From an optimization exercise on the open Yosys and OpenROAD flow, aimed at small area; shortcuts taken in it are not production practice.
At most, simulation tests tie the RTL to the original design; equivalence was not proved.
For runs 3 to 5, only the layout was checked, not whether the RTL still works.
Power is estimated from default activity; no workload was simulated.

**flow/constraint.sdc**
```tcl
create_clock -name core_clock -period 5.0 [get_ports {clk}]
set_input_delay 1.0000 -clock core_clock [delete_from_list [all_inputs] [get_ports {clk}]]
set_output_delay 1.0000 -clock core_clock [all_outputs]
set_load 0.01 [all_outputs]
```
**flow/flow/run.sh**
```bash
#!/bin/bash
# Layout flow: the standard flow (standard.sh), unchanged except for the
# clock tree: clkbuf_4 leaf buffers on clusters of at most 8 sinks within
# 35 um, and no dummy loads. The clock still reaches every register through
# buffers from the clock port.
set -euo pipefail
export CTS_ARGS="-sink_clustering_enable -repair_clock_nets -sink_clustering_size 8 -sink_clustering_max_diameter 35 -buf_list sky130_fd_sc_hd__clkbuf_4 -dont_use_dummy_load"
bash standard.sh > standard.log 2>&1
```
**flow/design.v**
```verilog
`default_nettype none
package cpu_pkg;
    typedef struct packed {
        logic [1:0] x;
        logic [2:0] y;
        logic [2:0] z;
    } opcode_fields_t;
    typedef struct packed {
        logic [1:0] prefix;
        logic [1:0] cc_group;    
        logic       cc_sense;    
        logic [2:0] low;
    } opcode_cond_t;
    typedef union packed {
        opcode_fields_t f;
        opcode_cond_t   c;
    } opcode_u;
    localparam logic [1:0] OP_X_RETCC = 2'd3;
    localparam logic [2:0] OP_Z_RETCC = 3'd0;
    localparam int FLAG_Z  = 0;
    localparam int FLAG_C  = 1;
    localparam int FLAG_PV = 2;
    localparam int FLAG_S  = 3;
    localparam logic [1:0] CC_GROUP_Z  = 2'd0;
    localparam logic [1:0] CC_GROUP_C  = 2'd1;
    localparam logic [1:0] CC_GROUP_PV = 2'd2;
    localparam logic [1:0] CC_GROUP_S  = 2'd3;
    localparam logic [15:0] SP_RESET    = 16'h0100;
    localparam logic [15:0] PC_RESET    = 16'h0000;
    localparam int          STACK_DEPTH = 256;
    localparam int          STACK_AW    = $clog2(STACK_DEPTH);
endpackage
`default_nettype wire
`default_nettype none
package seq_pkg;
    localparam int XPT_W = 4;
    localparam logic [XPT_W-1:0] XPT_IDLE  = 4'd0;
    localparam logic [XPT_W-1:0] XPT_FIRST = 4'd4;    
    localparam logic [XPT_W-1:0] XPT_LOW_ADDR  = 4'd5;
    localparam logic [XPT_W-1:0] XPT_LOW_READ  = 4'd6;
    localparam logic [XPT_W-1:0] XPT_LOW_WRITE = 4'd7;
    localparam logic [XPT_W-1:0] XPT_HIGH_ADDR  = 4'd8;
    localparam logic [XPT_W-1:0] XPT_HIGH_READ  = 4'd9;
    localparam logic [XPT_W-1:0] XPT_HIGH_WRITE = 4'd10;
    localparam logic [XPT_W-1:0] XPT_LAST = XPT_HIGH_WRITE;
endpackage
`default_nettype wire
`timescale 1ns/1ps
`default_nettype none
module ret_core (
    input  wire         clk,
    input  wire         rst_n,
    input  wire         op_strobe,
    input  wire   [7:0] opcode,
    input  wire   [3:0] flags,
    input  wire         push_strobe,
    input  wire  [15:0] push_data,
    output logic [15:0] pc,
    output logic [15:0] sp,
    output logic        busy,
    output logic        done,
    output logic        taken
);
    localparam int NW = 128;
    logic [14:0] spw;        
    logic        t;          
    logic  [2:0] c;          
    logic        accept;
    logic        push_ok;
    logic        cc_true;
    logic        end_nt;     
    logic        ld_lo;      
    logic        ld_hi;      
    logic        fin;
    assign accept  = op_strobe && !busy && (opcode[7:6] == 2'b11) && (opcode[2:0] == 3'b000);
    assign push_ok = push_strobe && !busy;
    assign cc_true = (flags[opcode[5:4]] == opcode[3]);
    assign end_nt = busy && !t && (c == 3'd1);
    assign ld_lo  = busy && (c == 3'd4);
    assign ld_hi  = busy && (c == 3'd7);
    assign fin    = end_nt || ld_hi;
    always_ff @(posedge clk or negedge rst_n) begin
        if (!rst_n) begin
            busy <= 1'b0;
            done <= 1'b0;
        end else begin
            done <= fin;
            if (accept) begin
                busy <= 1'b1;
            end else if (fin) begin
                busy <= 1'b0;
            end
        end
    end
    always_ff @(posedge clk) begin
        if (busy && !end_nt) begin
            c <= c + 3'd1;
        end else begin
            c <= 3'd0;
        end
        if (accept) begin
            t <= cc_true;
        end
    end
    assign taken = done && t;
    logic [15:0] rd_word;
    always_ff @(posedge clk or negedge rst_n) begin
        if (!rst_n) begin
            spw <= 15'h0080;
            pc  <= 16'h0000;
        end else begin
            if (push_ok) begin
                spw <= spw - 15'd1;
            end else if (ld_hi) begin
                spw <= spw + 15'd1;
            end
            if (ld_lo) begin
                pc[7:0] <= rd_word[7:0];
            end
            if (ld_hi) begin
                pc[15:8] <= rd_word[15:8];
            end
        end
    end
    assign sp = {spw, busy && c[2] && (c[1] || c[0])};
    logic [NW-1:0]    rsel;
    logic [NW-1:0]    wsel;
    logic [NW*16-1:0] mem;
    always_comb begin
        for (int i = 0; i < NW; i++) begin
            rsel[i] = (spw[6:0] == 7'(i));
        end
        for (int i = 0; i < NW; i++) begin
            wsel[i] = push_ok && rsel[(i + 1) % NW];
        end
    end
    always_ff @(posedge clk) begin
        for (int i = 0; i < NW; i++) begin
            if (wsel[i]) begin
                mem[i*16 +: 16] <= push_data;
            end
        end
    end
    always_comb begin
        rd_word = '1;
        for (int i = 0; i < NW; i++) begin
            rd_word = rd_word & (mem[i*16 +: 16] | {16{!rsel[i]}});
        end
    end
endmodule
`default_nettype wire
```
**flow/standard.sh**
```bash
#!/bin/bash
# synth_recipe.tcl (not shown) runs the flow's synth.tcl, then flattens the netlist and writes it again
# the make line also repeats each setting of config.mk as NAME=value (left out here)
make -C /OpenROAD-flow-scripts/flow DESIGN_CONFIG=/design/flow/config.mk WORK_HOME=/design/flow/orfs CLKGATE_MAP_FILE= SYNTH_SCRIPT=/design/flow/synth_recipe.tcl "${@:-finish}"
```
**flow/config.mk**
```make
export PLATFORM = sky130hd
export DESIGN_NAME = ret_core
export DESIGN_NICKNAME = ret_core
export VERILOG_FILES = /design/flow/design.v
export SDC_FILE = /design/flow/constraint.sdc
export NUM_CORES = 4
export LEC_CHECK = 0
export CAP_MARGIN = 20
export CORE_MARGIN = 2
export CORE_UTILIZATION = 55
export SETUP_SLACK_MARGIN = 0.3
export SLEW_MARGIN = 20
```
==> metrics.log, run 1 <==
[metrics] pre-CTS setup slack: 0.770 ns
[metrics] average size of a mapped cell: 17.1 um^2
[metrics] Most used DFF post-synth: sky130_fd_sc_hd__edfxtp_1
[metrics] Post-Syn Nets: 4543
[metrics] register bit total from synthesis: 2085
[metrics] antenna violations before repair: 42
[metrics] number of input and output port buffers inserted: 66
[metrics] arrival time reported for the critical path endpoint: 6.39 ns
[metrics] final critical-path required period: 5.05 ns
[metrics] wire length of the first global-routing pass: 505000 um
[metrics] detailed-router iteration count before antenna repair: 9
[metrics] share of synthesized area occupied by flip-flops and latches: 81.2%
[metrics] power density relative to cell area: 449 nW/um^2
[metrics] sort of element at the start of the critical path: flop
[metrics] number of clock sinks seen by CTS: 2085
[metrics] H-tree Lvls: 5
[metrics] RePlAce Congestion: 1.13
[metrics] slack of the critical path: -0.0455 ns
[metrics] share of post-route cells with drive strength above 1: 20.9%
[metrics] clock slew at the register clock pins of the worst setup and hold paths: 0.10 ns
[metrics] area of the die: 143000 um^2
[metrics] cell count after placement: 6642
[metrics] unrepaired setup endpoints after global routing: no
[metrics] fill cell instance count of the final layout: 10.5k
[metrics] number of violations of the max-capacitance limit: 0
[metrics] final standard cell count with taps included and fillers excluded: 7054
[metrics] number of global-route vias before repair: 51.3k
[metrics] source-to-sink clock delay at the later pin of the worst-skew pair: 1.43 ns
[metrics] Critical Setup Path Class: flop to flop
[metrics] Tcrit/Tclk final: 101%
[metrics] net count of the finished layout: 5184
[metrics] maximum number of pins on one net before global-route repair: 129
[metrics] die span in y: 378 um
[metrics] synthesized instance count: 4493
[metrics] data required time at the worst endpoint: 6.35 ns
[metrics] Routed WL: 400000 um
[metrics] average detailed-routed wire length per instance: 56.6 um
[metrics] overflow left after global routing: 0
[metrics] layout-stage area growth over the synthesis result: 11.8%
[metrics] starting density of the core: 55.2%
[metrics] Final Hold Vio Count: 0
[metrics] library cell used as clock root buffer: sky130_fd_sc_hd__clkbuf_4
[metrics] horizontal die dimension: 378 um
[metrics] drc violations: 0
[metrics] post-detailed-route via-to-cell ratio: 8.23
[metrics] path class of the lowest-slack min-delay path: input port to flop
[metrics] core outline area: 139000 um^2
[metrics] endpoint kind of the worst setup timing path: flop
[metrics] total global routing track utilization: 56.0%
[metrics] maximum operating frequency: 0.198 GHz
[metrics] YS warnings: 1
[metrics] count of nets left with antenna violations after detail routing: 0
[metrics] post-synth cell types: 87
[metrics] number of buffers inserted by post-CTS setup repair: 0
[metrics] static leakage: 27.1 nW
[metrics] worst slew pin tran: 1.41 ns
[metrics] Max-Slew Margin vs Limit: 6.19%
[metrics] Final Max Slew Viols: 0
[metrics] netlist area before placement: 76900 um^2
[metrics] run status: complete, but fails checks
[metrics] post-route worst hold slack: 0.163 ns
[metrics] largest vdd supply drop: 0.000331 V
[metrics] crit-path max FO: 22
[metrics] cts bufs inserted: 363
[metrics] post-detail-place hpwl: 258000 um
[metrics] count of flip-flops with a built-in enable after synthesis: 2049
[metrics] CTS tree: yes
[metrics] io pins: 67
[metrics] iteration-0 DRC count of the detailed router: 13.5k
[metrics] vias after detailed routing: 58.0k
[metrics] utilization of the core after routing: 61.8%
[metrics] async set or reset register ratio after synthesis: 1.58%
[metrics] Bufs on Longest Clock Path: 4
[metrics] checks that blocked a clean result: setup timing
[metrics] Final Skew: 0.102 ns
[metrics] Placement Rows: 137
[metrics] final setup vio count: 2
[metrics] total power: 38.6 mW
## repair_timing
item                      CTS  global route
hold endpoints to repair   32             0
gates resized for setup     0             0
hold buffers                1             0
## cell usage in the layout, fill, tap and decap left out, drive strengths merged, types with 7 or more instances in the layout
cell and count:
a32o 11, a22oi 69, nor3b 10, dfrtp 32, nor3 56, o22ai 924, nor2 298, nand2b 7
ha 17, mux2i 8, clkbuf 363, o22a 24, nand2 174, a22o 12, nand4 69, nand3 31
buf 482, a211oi 7, o221ai 11, a21oi 35, o21ai 150, diode 46, or3 9, o31ai 10
inv 7, and4 8, clkdlybuf4s50 49, nor4 69, o32ai 11, edfxtp 2049, mux2 9
## final timing paths
| kind | slack, ns | endpoint | cells after the start | startpoint |
|---|---|---|---|---|
| max | -0.05 | pc[5] | 8 | spw[0] |
| min | 0.16 | mem[232] | 1 | push_data[8] |
| max reg2reg | -0.05 | pc[5] | 8 | spw[0] |
| min reg2reg | 0.51 | spw[7] | 2 | spw[7] |
| max in group asynchronous | 4.12 | spw[4] | 3 | rst_n |
| min in group asynchronous | 0.29 | pc[9] | 3 | rst_n |
## layout make-up
type	instances	area (um^2)	share of cell area, %
Inverter	7	26.3	0.0306
Tap cell	1876	2350	2.73
Sequential cell	2085	62400	72.6
Multi-Input combinational cell	2145	13600	15.9
Clock buffer	363	2730	3.17
Timing Repair Buffer	532	4690	5.46
Antenna cell	46	115	0.134
## kinds of logic (layout without fill, tap and decap cells)
group / after synthesis / after routing / synth area share [%]
AOI/OAI and AO/OA: 1303 / 1303 / 10.8
xor gates and xnor gates: 12 / 12 / 0.137
buffers and inverters: 263 / 902 / 1.91
DFF: 2085 / 2085 / 81.2
other: 0 / 46 / 0
muxes: 19 / 19 / 0.295
and+or+nand+nor: 793 / 793 / 5.32
adders and majority gates: 18 / 18 / 0.303
## metal layers
| metal | GRT usage (%) | routed length [um] | share of wire, % |
|---|---|---|---|
| met1 | 65.4 | 122000 | 30 |
| met3 | 31.8 | 76600 | 19 |
| met4 | 48.7 | 45800 | 11 |
| met2 | 72.9 | 155000 | 39 |
| met5 | 3.53 | 791 | 0.20 |
## power by group
| group | leakage (nW) | switching, mW | internal [mW] |
|---|---|---|---|
| clock | 1.67 | 5.93 | 3.32 |
| sequential | 18.9 | 0.365 | 19.5 |
| combinational | 6.54 | 7.17 | 2.32 |
| total | 27.1 | 13.5 | 25.2 |
## cells in the mapped netlist (all sizes together), types with 31 or more instances
library cell	number	area share [%]
nor4	69	0.58
nor3	56	0.36
o22ai	924	7.5
clkbuf	55	0.27
buf	201	1.6
dfrtp	32	1.0
nor2	298	1.5
a22oi	69	0.67
nand3	31	0.21
o21ai	150	0.98
edfxtp	2049	80
nand2	174	0.98
nand4	69	0.59
a21oi	35	0.23
## flip-flops by register name, indices dropped and copies added (netlist names)
register,cells
done,1
busy,1
spw,15
mem,2048
c,3
t,1
pc,16
## stage by stage
step | cell area [um^2] | TNS, ns
6_report | 86000 | -0.0516
5_1_grt | 85900 | 0
4_1_cts | 85800 | 0
3_5_place_dp | 83100 | 0
3_3_place_gp | 83100 | 0
2_1_floorplan | 76900 | 0
## worst max-delay path, cell delays in order (launching register included)
cell and delay (ns):
sky130_fd_sc_hd__dfrtp_2 0.72, sky130_fd_sc_hd__and4b_1 0.74, sky130_fd_sc_hd__nand2_2 0.50, sky130_fd_sc_hd__buf_4 0.29
sky130_fd_sc_hd__o22ai_1 0.11, sky130_fd_sc_hd__nor4_1 0.96, sky130_fd_sc_hd__nand4_1 0.93, sky130_fd_sc_hd__nor4_1 0.49
sky130_fd_sc_hd__a32o_1 0.22
==> run 2: changes to the inputs <==
--- a/flow/design.v
+++ b/flow/design.v
@@ -125,20 +125,39 @@
     assign sp = {spw, busy && c[2] && (c[1] || c[0])};
     logic [NW-1:0]    rsel;
     logic [NW-1:0]    wsel;
+    logic [NW-1:0]    keep;
     logic [NW*16-1:0] mem;
+    logic       busy_n;
+    logic [6:0] spw_n;
+    always_ff @(posedge clk or negedge rst_n) begin
+        if (!rst_n) begin
+            busy_n <= 1'b1;
+            spw_n  <= ~7'h00;
+        end else begin
+            if (accept) begin
+                busy_n <= 1'b0;
+            end else if (fin) begin
+                busy_n <= 1'b1;
+            end
+            if (push_strobe && busy_n) begin
+                spw_n <= spw_n + 7'd1;
+            end else if (ld_hi) begin
+                spw_n <= spw_n - 7'd1;
+            end
+        end
+    end
     always_comb begin
         for (int i = 0; i < NW; i++) begin
             rsel[i] = (spw[6:0] == 7'(i));
         end
         for (int i = 0; i < NW; i++) begin
             wsel[i] = push_ok && rsel[(i + 1) % NW];
+            keep[i] = !(push_strobe && busy_n && (~spw_n == 7'((i + 1) % NW)));
         end
     end
     always_ff @(posedge clk) begin
         for (int i = 0; i < NW; i++) begin
-            if (wsel[i]) begin
-                mem[i*16 +: 16] <= push_data;
-            end
+            mem[i*16 +: 16] <= (mem[i*16 +: 16] & {16{keep[i]}}) | (push_data & {16{wsel[i]}});
         end
     end
     always_comb begin
--- a/flow/config.mk
+++ b/flow/config.mk
@@ -8,5 +8,4 @@
 export CAP_MARGIN = 20
 export CORE_MARGIN = 2
 export CORE_UTILIZATION = 55
-export SETUP_SLACK_MARGIN = 0.3
 export SLEW_MARGIN = 20
==> metrics.log, run 2 <==
[metrics] count of flip-flops with a built-in enable after synthesis: 1 (-100%)
[metrics] Post-Syn Nets: 7295 (+61%)
[metrics] total global routing track utilization: 81.3%
[metrics] stage reached: global routing
[metrics] portion of synthesized cell area occupied by the leading cell type: 53.4% (-27 points)
[metrics] error text reported by the tool: [ERROR GRT-0116] Global routing finished with congestion. Check the congestion regions in the DRC Viewer.
[metrics] library cell used as clock root buffer: sky130_fd_sc_hd__clkbuf_4
[metrics] post-synth cell types: 79 (-9.2%)
[metrics] die span in y: 378 um (about the same)
[metrics] most area-consuming cells after synthesis: sky130_fd_sc_hd__dfxtp_1 53%, sky130_fd_sc_hd__a22o_1 24%, sky130_fd_sc_hd__o22ai_1 7.6%, sky130_fd_sc_hd__clkbuf_1 2.7%, sky130_fd_sc_hd__nor2_1 1.6%
[metrics] H-tree Lvls: 5 (unchanged)
[metrics] synthesized instance count: 7239 (+61%)
[metrics] starting density of the core: 55.3% (about the same)
[metrics] Bufs on Longest Clock Path: 4 (unchanged)
[metrics] wire length of the first global-routing pass: 788000 um
[metrics] Most used DFF post-synth: sky130_fd_sc_hd__dfxtp_1
[metrics] run status: did not finish
[metrics] YS warnings: 1 (unchanged)
[metrics] number of buffers inserted by post-CTS setup repair: 0 (unchanged)
[metrics] number of clock sinks seen by CTS: 2093 (+0.38%)
[metrics] maximum number of pins on one net before global-route repair: 82
[metrics] netlist area before placement: 76800 um^2 (about the same)
[metrics] register bit total from synthesis: 2093 (+0.38%)
[metrics] share of synthesized area occupied by flip-flops and latches: 54.8% (-26 points)
[metrics] pre-CTS setup slack: 0.434 ns (-0.336 ns)
[metrics] Placement Rows: 137 (unchanged)
[metrics] io pins: 67 (unchanged)
[metrics] number of global-route vias before repair: 84.2k
[metrics] number of input and output port buffers inserted: 66 (unchanged)
[metrics] most frequent cell after synthesis: sky130_fd_sc_hd__a22o_1
[metrics] average size of a mapped cell: 10.6 um^2 (-38%)
[metrics] post-detail-place hpwl: 379000 um (+47%)
[metrics] async set or reset register ratio after synthesis: 1.96% (+0.38 points)
[metrics] overflow left after global routing: 23
[metrics] cts-stage hold buffer count: 1 (unchanged)
[metrics] cells resized by post-CTS repair: 0 (unchanged)
[metrics] cts bufs inserted: 368 (+1.4%)
[metrics] RePlAce Congestion: 1.34 (+19%)
[metrics] horizontal die dimension: 378 um (about the same)
[metrics] area leader, netlist: sky130_fd_sc_hd__dfxtp_1
[metrics] commonest cells in the netlist: 2065 x sky130_fd_sc_hd__a22o_1, 2051 x sky130_fd_sc_hd__dfxtp_1, 935 x sky130_fd_sc_hd__o22ai_1, 546 x sky130_fd_sc_hd__clkbuf_1, 324 x sky130_fd_sc_hd__nor2_1
-- run 2: changes by cell type after synthesis, sizes merged, moves of 12 or more --
cell / delta
nor2: +29
edfxtp: -2048
nand2: +146
a22o: +2053
nor4: +28
o21ai: -32
nand3: +15
nand4: -21
a21oi: +12
dfxtp: +2048
clkbuf: +491
-- run 2: per-stage QoR --
stage	power, mW	cell area (um^2)	instances
after detailed placement	49.5	83800	9205
after CTS	58.7	86600	9574
after global placement	49.1	83800	9201
after floorplan	39.6	76800	7239
-- run 2: worst max-delay path by stage --
stage / to / slack (ns)
4_1_cts: pc[0] / 0.42
3_5_place_dp: pc[0] / 0.43
3_3_place_gp: pc[0] / 0.03
2_1_floorplan: spw[14] / 1.89
-- run 2: logic make-up after synthesis --
group	count (synthesis)	synth area share (%)
muxes	16	0.236
AOI/OAI and AO/OA	3321	33.9
and+or+nand+nor	1005	6.33
buffers and inverters	762	4.10
xor gates and xnor gates	18	0.205
DFF	2093	54.8
adders and majority gates	24	0.410
-- run 2: per-layer routing --
layer	GRT usage, %	overflow
met5	55.2	0
met4	75.1	13
met3	73.8	0
met2	88.8	9
met1	84.5	1
-- run 2: power groups by stage --
stage	Sequential (mW)	Combinational (mW)	Clock (mW)
4_1_cts	30.6	18.9	9.23
3_5_place_dp	30.7	18.8	0
3_3_place_gp	30.7	18.4	0
2_1_floorplan	28.2	11.3	0
==> run 3: changes to the inputs <==
--- a/flow/design.v
+++ b/flow/design.v
@@ -152,7 +152,7 @@
         end
         for (int i = 0; i < NW; i++) begin
             wsel[i] = push_ok && rsel[(i + 1) % NW];
-            keep[i] = !(push_strobe && busy_n && (~spw_n == 7'((i + 1) % NW)));
+            keep[i] = !(push_strobe && busy_n && (spw_n == ~7'((i + 1) % NW)));
         end
     end
     always_ff @(posedge clk) begin
==> flow/run.sh (new file) <==
#!/bin/bash
# synth_recipe.tcl (not shown) runs the flow's synth.tcl, then flattens the netlist and writes it again
# the make line also repeats each setting of config.mk as NAME=value (left out here)
make -C /OpenROAD-flow-scripts/flow DESIGN_CONFIG=/design/flow/config.mk WORK_HOME=/design/flow/orfs CLKGATE_MAP_FILE= SYNTH_SCRIPT=/design/flow/synth_recipe.tcl finish
--- a/flow/config.mk
+++ b/flow/config.mk
@@ -7,5 +7,9 @@
 export LEC_CHECK = 0
 export CAP_MARGIN = 20
 export CORE_MARGIN = 2
-export CORE_UTILIZATION = 55
+export CORE_UTILIZATION = 60
+export CTS_BUF_LIST = sky130_fd_sc_hd__clkbuf_4
+export CTS_CLUSTER_DIAMETER = 80
+export CTS_CLUSTER_SIZE = 24
+export GPL_TIMING_DRIVEN = 0
 export SLEW_MARGIN = 20
removed: flow/flow/run.sh
removed: flow/standard.sh
==> metrics.log, run 3 <==
[metrics] post-detail-place hpwl: 428000 um (+13%)
[metrics] netlist area before placement: 77300 um^2 (+0.66%)
[metrics] post-synth cell types: 90 (+14%)
[metrics] number of global-route vias before repair: 90.3k
[metrics] share of synthesized area occupied by flip-flops and latches: 54.5% (-0.36 points)
[metrics] Bufs on Longest Clock Path: 3 (-1)
[metrics] Most used DFF post-synth: sky130_fd_sc_hd__dfxtp_1
[metrics] average size of a mapped cell: 10.6 um^2 (+0.12%)
[metrics] overflow left after global routing: 4467
[metrics] library cell used as clock root buffer: sky130_fd_sc_hd__clkbuf_4
[metrics] starting density of the core: 60.6% (+5.3 points)
[metrics] most frequent cell after synthesis: sky130_fd_sc_hd__a22o_1
[metrics] share of the synthesized area in compound gates (AO/OA/AOI/OAI): 34.1% (+0.23 points)
[metrics] portion of synthesized cell area occupied by the leading cell type: 53.1% (-0.35 points)
[metrics] Post-Syn Nets: 7333 (+0.52%)
[metrics] Synth Area in XOR/XNOR: 0.204% (-0.0013 points)
[metrics] die span in y: 363 um (-3.9%)
[metrics] total global routing track utilization: 95.8%
[metrics] io pins: 67 (unchanged)
[metrics] register bit total from synthesis: 2093 (unchanged)
[metrics] YS warnings: 1 (unchanged)
[metrics] H-tree Lvls: 3 (-2)
[metrics] number of input and output port buffers inserted: 50 (-24%)
[metrics] wire length of the first global-routing pass: 877000 um
[metrics] mux contribution to synthesized area: 0.307% (+0.071 points)
[metrics] maximum number of pins on one net before global-route repair: 30
[metrics] stage reached: global routing
[metrics] number of clock sinks seen by CTS: 2093 (unchanged)
[metrics] async set or reset register ratio after synthesis: 1.96% (unchanged)
[metrics] main combinational cell family by area after synthesis: compound AO/OA/AOI/OAI gates
[metrics] area leader, netlist: sky130_fd_sc_hd__dfxtp_1
[metrics] adder-cell area share of the yosys netlist: 0.382% (-0.029 points)
[metrics] horizontal die dimension: 363 um (-3.9%)
[metrics] area fraction in and, or, nand and nor cells after synthesis: 6.24% (-0.090 points)
[metrics] Placement Rows: 131 (-4.4%)
[metrics] most area-consuming cells after synthesis: sky130_fd_sc_hd__dfxtp_1 53%, sky130_fd_sc_hd__a22o_1 23%, sky130_fd_sc_hd__o22ai_1 7.5%, sky130_fd_sc_hd__clkbuf_1 2.5%, sky130_fd_sc_hd__nor2_1 1.6%
[metrics] Area after DPL: 80800 um^2 (-3.6%)
[metrics] pre-CTS setup slack: -0.314 ns (-0.749 ns)
[metrics] error text reported by the tool: [ERROR GRT-0116] Global routing finished with congestion. Check the congestion regions in the DRC Viewer.
[metrics] commonest cells in the netlist: 2063 x sky130_fd_sc_hd__a22o_1, 2051 x sky130_fd_sc_hd__dfxtp_1, 930 x sky130_fd_sc_hd__o22ai_1, 509 x sky130_fd_sc_hd__clkbuf_1, 324 x sky130_fd_sc_hd__nor2_1
[metrics] count of flip-flops with a built-in enable after synthesis: 1 (unchanged)
[metrics] RePlAce Congestion: 1.55 (+15%)
[metrics] cts bufs inserted: 101 (-73%)
[metrics] run status: did not finish
[metrics] synthesized instance count: 7278 (+0.54%)
[run 3: how the worst max path moves through the flow]
| stage | slack, ns | to | from |
|---|---|---|---|
| floorplan | 1.88 | spw[14] | push_strobe |
| global placement | -0.78 | mem[437] | push_strobe |
| detailed placement | -0.31 | pc[7] | spw[1] |
| CTS | 0.02 | pc[9] | spw[3] |
[run 3: kinds of logic after synthesis]
kind of cell	after synthesis
AND/OR/NAND/NOR	985
buffers and inverters	771
adder cells (fa/ha/maj)	23
AO/OA/AOI/OAI	3367
XOR/XNOR	18
flip-flops	2093
multiplexers	21
[run 3: power groups by stage]
stage	Combinational, mW	Clock, mW	Sequential [mW]
2_1_floorplan	10.6	0	26.2
3_5_place_dp	17.9	0	29.9
3_3_place_gp	17.3	0	29.8
4_1_cts	17.9	6.29	29.7
[run 3: what timing repair did]
item	4_1_cts
hold buffers	1
gates resized for setup	2
setup endpoints to repair	1
hold endpoints to repair	12
buffers inserted	0
pin swaps	0
[run 3: per-layer routing]
| metal | GRT usage, % | overflow |
|---|---|---|
| met1 | 95.2 | 1007 |
| met2 | 101 | 1545 |
| met3 | 92.5 | 921 |
| met4 | 93.2 | 870 |
| met5 | 83.8 | 124 |
[run 3: metrics by stage]
stage	hold WS, ns	instances	utilization, %
2_1_floorplan	0.434	7278	-
3_5_place_dp	0.454	9024	63.3
3_3_place_gp	0.451	8990	62.6
4_1_cts	0.144	9160	64.1
==> run 4: changes to the inputs <==
--- a/flow/config.mk
+++ b/flow/config.mk
@@ -7,7 +7,7 @@
 export LEC_CHECK = 0
 export CAP_MARGIN = 20
 export CORE_MARGIN = 2
-export CORE_UTILIZATION = 60
+export CORE_UTILIZATION = 45
 export CTS_BUF_LIST = sky130_fd_sc_hd__clkbuf_4
 export CTS_CLUSTER_DIAMETER = 80
 export CTS_CLUSTER_SIZE = 24
==> metrics.log, run 4 <==
[metrics] run status: did not finish
[metrics] stage reached: global routing
[metrics] error text reported by the tool: [ERROR GRT-0232] Routing congestion too high. Check the congestion heatmap in the GUI.
[metrics] Most used DFF post-synth: sky130_fd_sc_hd__dfxtp_1
[metrics] antenna violations before repair: 152
[metrics] YS warnings: 1 (unchanged)
[metrics] most frequent cell after synthesis: sky130_fd_sc_hd__a22o_1
[metrics] library cell used as clock root buffer: sky130_fd_sc_hd__clkbuf_4
[metrics] overflow left after global routing: 2
[metrics] H-tree Lvls: 3 (unchanged)
[metrics] Placement Rows: 152 (+16%)
[metrics] post-detail-place hpwl: 500000 um (+17%)
[metrics] async set or reset register ratio after synthesis: 1.96% (unchanged)
[metrics] horizontal die dimension: 419 um (+15%)
[metrics] Area after DPL: 82600 um^2 (+2.3%)
[metrics] average size of a mapped cell: 10.6 um^2 (unchanged)
[metrics] Post-Syn Nets: 7333 (unchanged)
[metrics] io pins: 67 (unchanged)
[metrics] cell count after placement: 9640 (+6.8%)
[metrics] maximum number of pins on one net before global-route repair: 27
[metrics] RePlAce Congestion: 1.37 (-11%)
[metrics] most area-consuming cells after synthesis: sky130_fd_sc_hd__dfxtp_1 53%, sky130_fd_sc_hd__a22o_1 23%, sky130_fd_sc_hd__o22ai_1 7.5%, sky130_fd_sc_hd__clkbuf_1 2.5%, sky130_fd_sc_hd__nor2_1 1.6%
[metrics] last worst endpoint in the global-route repair_timing: pc[0]$_DFFE_PN0P_/D
[metrics] number of clock sinks seen by CTS: 2093 (unchanged)
[metrics] starting density of the core: 45.2% (-15 points)
[metrics] die span in y: 419 um (+15%)
[metrics] total global routing track utilization: 79.4%
[metrics] count of flip-flops with a built-in enable after synthesis: 1 (unchanged)
[metrics] share of synthesized area occupied by flip-flops and latches: 54.5% (unchanged)
[metrics] area leader, netlist: sky130_fd_sc_hd__dfxtp_1
[metrics] register bit total from synthesis: 2093 (unchanged)
[metrics] netlist area before placement: 77300 um^2 (unchanged)
[metrics] number of input and output port buffers inserted: 50 (unchanged)
[metrics] portion of synthesized cell area occupied by the leading cell type: 53.1% (unchanged)
[metrics] commonest cells in the netlist: 2063 x sky130_fd_sc_hd__a22o_1, 2051 x sky130_fd_sc_hd__dfxtp_1, 930 x sky130_fd_sc_hd__o22ai_1, 509 x sky130_fd_sc_hd__clkbuf_1, 324 x sky130_fd_sc_hd__nor2_1
[metrics] synthesized instance count: 7278 (unchanged)
[metrics] post-synth cell types: 90 (unchanged)
[metrics] cts bufs inserted: 117 (+16%)
[metrics] kind of the worst endpoint: sequential cell input
[metrics] number of buffers inserted by post-CTS setup repair: 0 (unchanged)
[metrics] pre-CTS setup slack: -0.110 ns (+0.204 ns)
[metrics] Bufs on Longest Clock Path: 3 (unchanged)
-- run 4: power by group through the flow --
stage,sequential [mW],clock [mW],combinational (mW)
3_3_place_gp,30.5,0,18.6
4_1_cts,30.2,7.84,19.6
2_1_floorplan,26.2,0,10.6
3_5_place_dp,30.5,0,19.5
-- run 4: how the worst max path moves through the flow --
stage	to	startpoint	depth (start not counted)
4_1_cts	pc[10]	spw[5]	10
3_5_place_dp	pc[9]	spw[3]	10
3_3_place_gp	mem[1579]	push_strobe	8
2_1_floorplan	spw[14]	push_strobe	11
-- run 4: timing repair --
| action | CTS |
|---|---|
| hold buffers | 1 |
| gates resized for setup | 3 |
| setup endpoints to repair | 4 |
| hold endpoints to repair | 33 |
-- run 4: metrics by stage --
step / utilization [%] / hold slack, ns
after floorplan: - / 0.434
after global placement: 47.1 / 0.451
after detailed placement: 48.3 / 0.450
after CTS: 49.4 / 0.0180
-- run 4: kinds of logic after synthesis --
group	synth area share [%]
AOI/OAI and AO/OA	34.1
xor gates and xnor gates	0.204
adders and majority gates	0.382
buffers and inverters	4.27
DFF	54.5
muxes	0.307
and+or+nand+nor	6.24
-- run 4: per-layer routing --
| layer | track usage (%) | GRT overflow |
|---|---|---|
| met5 | 61.8 | 0 |
| met4 | 72.4 | 1 |
| met3 | 73.3 | 0 |
| met2 | 87.3 | 1 |
| met1 | 80.8 | 0 |
==> run 5: changes to the inputs <==
--- a/flow/config.mk
+++ b/flow/config.mk
@@ -7,7 +7,7 @@
 export LEC_CHECK = 0
 export CAP_MARGIN = 20
 export CORE_MARGIN = 2
-export CORE_UTILIZATION = 45
+export CORE_UTILIZATION = 52
 export CTS_BUF_LIST = sky130_fd_sc_hd__clkbuf_4
 export CTS_CLUSTER_DIAMETER = 80
 export CTS_CLUSTER_SIZE = 24
==> metrics.log, run 5 <==
[metrics] run status: did not finish
[metrics] stage reached: global routing
[metrics] error text reported by the tool: [ERROR GRT-0116] Global routing finished with congestion. Check the congestion regions in the DRC Viewer.
[metrics] synthesized instance count: 7278 (unchanged)
[metrics] number of input and output port buffers inserted: 50 (unchanged)
[metrics] commonest cells in the netlist: 2063 x sky130_fd_sc_hd__a22o_1, 2051 x sky130_fd_sc_hd__dfxtp_1, 930 x sky130_fd_sc_hd__o22ai_1, 509 x sky130_fd_sc_hd__clkbuf_1, 324 x sky130_fd_sc_hd__nor2_1
[metrics] starting density of the core: 52.4% (+7.2 points)
[metrics] post-detail-place hpwl: 459000 um (-8.3%)
[metrics] number of buffers inserted by post-CTS setup repair: 0 (unchanged)
[metrics] number of global-route vias before repair: 89.3k
[metrics] register bit total from synthesis: 2093 (unchanged)
[metrics] cts bufs inserted: 108 (-7.7%)
[metrics] share of synthesized area occupied by flip-flops and latches: 54.5% (unchanged)
[metrics] number of clock sinks seen by CTS: 2093 (unchanged)
[metrics] Most used DFF post-synth: sky130_fd_sc_hd__dfxtp_1
[metrics] RePlAce Congestion: 1.55 (+13%)
[metrics] io pins: 67 (unchanged)
[metrics] Bufs on Longest Clock Path: 3 (unchanged)
[metrics] overflow left after global routing: 1307
[metrics] average size of a mapped cell: 10.6 um^2 (unchanged)
[metrics] most frequent cell after synthesis: sky130_fd_sc_hd__a22o_1
[metrics] portion of synthesized cell area occupied by the leading cell type: 53.1% (unchanged)
[metrics] post-synth cell types: 90 (unchanged)
[metrics] most area-consuming cells after synthesis: sky130_fd_sc_hd__dfxtp_1 53%, sky130_fd_sc_hd__a22o_1 23%, sky130_fd_sc_hd__o22ai_1 7.5%, sky130_fd_sc_hd__clkbuf_1 2.5%, sky130_fd_sc_hd__nor2_1 1.6%
[metrics] pre-CTS setup slack: -0.397 ns (-0.287 ns)
[metrics] H-tree Lvls: 3 (unchanged)
[metrics] count of flip-flops with a built-in enable after synthesis: 1 (unchanged)
[metrics] die span in y: 390 um (-6.9%)
[metrics] total global routing track utilization: 88.3%
[metrics] maximum number of pins on one net before global-route repair: 29
[metrics] Placement Rows: 141 (-7.2%)
[metrics] Post-Syn Nets: 7333 (unchanged)
[metrics] area leader, netlist: sky130_fd_sc_hd__dfxtp_1
[metrics] YS warnings: 1 (unchanged)
[metrics] library cell used as clock root buffer: sky130_fd_sc_hd__clkbuf_4
[metrics] wire length of the first global-routing pass: 922000 um
[metrics] async set or reset register ratio after synthesis: 1.96% (unchanged)
[metrics] netlist area before placement: 77300 um^2 (unchanged)
[metrics] horizontal die dimension: 390 um (-6.9%)
==> run 5: cell counts after synthesis <==
No cell type changed its count.
==> run 5: logic make-up after synthesis <==
group                      Yosys count  synth area share, %
and+or+nand+nor                    985                 6.24
AOI/OAI and AO/OA                 3367                 34.1
buffers and inverters              771                 4.27
xor gates and xnor gates            18                0.204
DFF                               2093                 54.5
muxes                               21                0.307
adders and majority gates           23                0.382
==> run 5: power groups by stage <==
stage               clock network (mW)  registers, mW  logic, mW
floorplan                            0           26.2       10.6
global placement                     0           30.3       17.8
detailed placement                   0           30.3       18.5
CTS                               7.15           30.1       18.6
==> run 5: what timing repair did <==
| action | CTS |
|---|---|
| hold buffers | 1 |
| endpoints found under the setup margin | 2 |
| endpoints found under the hold margin | 13 |
| resized for setup | 4 |
==> run 5: stage by stage <==
stage                     hold slack, ns  util (%)  std cells  area [um^2]  power, mW
after floorplan                    0.434         -       7278        77300       36.8
after global placement             0.452      54.3       9258        80200       48.1
after detailed placement           0.454      55.3       9306        81600       48.9
after CTS                          0.174      56.3       9474        83100       55.8
==> run 5: worst min path at each step <==
stage	startpoint	end	depth (start not counted)
after floorplan	mem[799]	mem[799]	1
after detailed placement	mem[1143]	mem[1143]	1
after global placement	mem[1829]	mem[1829]	1
after CTS	rst_n	pc[6]	2
==> run 5: metal layers <==
layer,global-route usage (%),GRT overflow
met1,89.4,221
met2,94.7,435
met3,83.2,271
met4,83.0,336
met5,73.0,44

## re-timing with driven ports
In the flow no input, the clock included, has a driving cell. The finished layout below was timed again as built, in two steps.
Step 1 assumes that a clkbuf_16 drives the clock port and a buf_2 every other input.
Step 2, shift: input delay + t, output delay - t, t = (earliest + latest rising clock arrival at the registers) / 2. This alone moves slack from input paths to output paths.
Slacks: ideal / step 1 / step 2; pairs: ideal / step 1.
run: run 1
shift t [ns]: 1.462
setup slack, ns: -0.045 / -0.045 / -0.045
pins driven straight from the clock port: 1
The setup slack of run 1 moves by 0.000 ns with the drivers and by 0.000 ns with both steps.
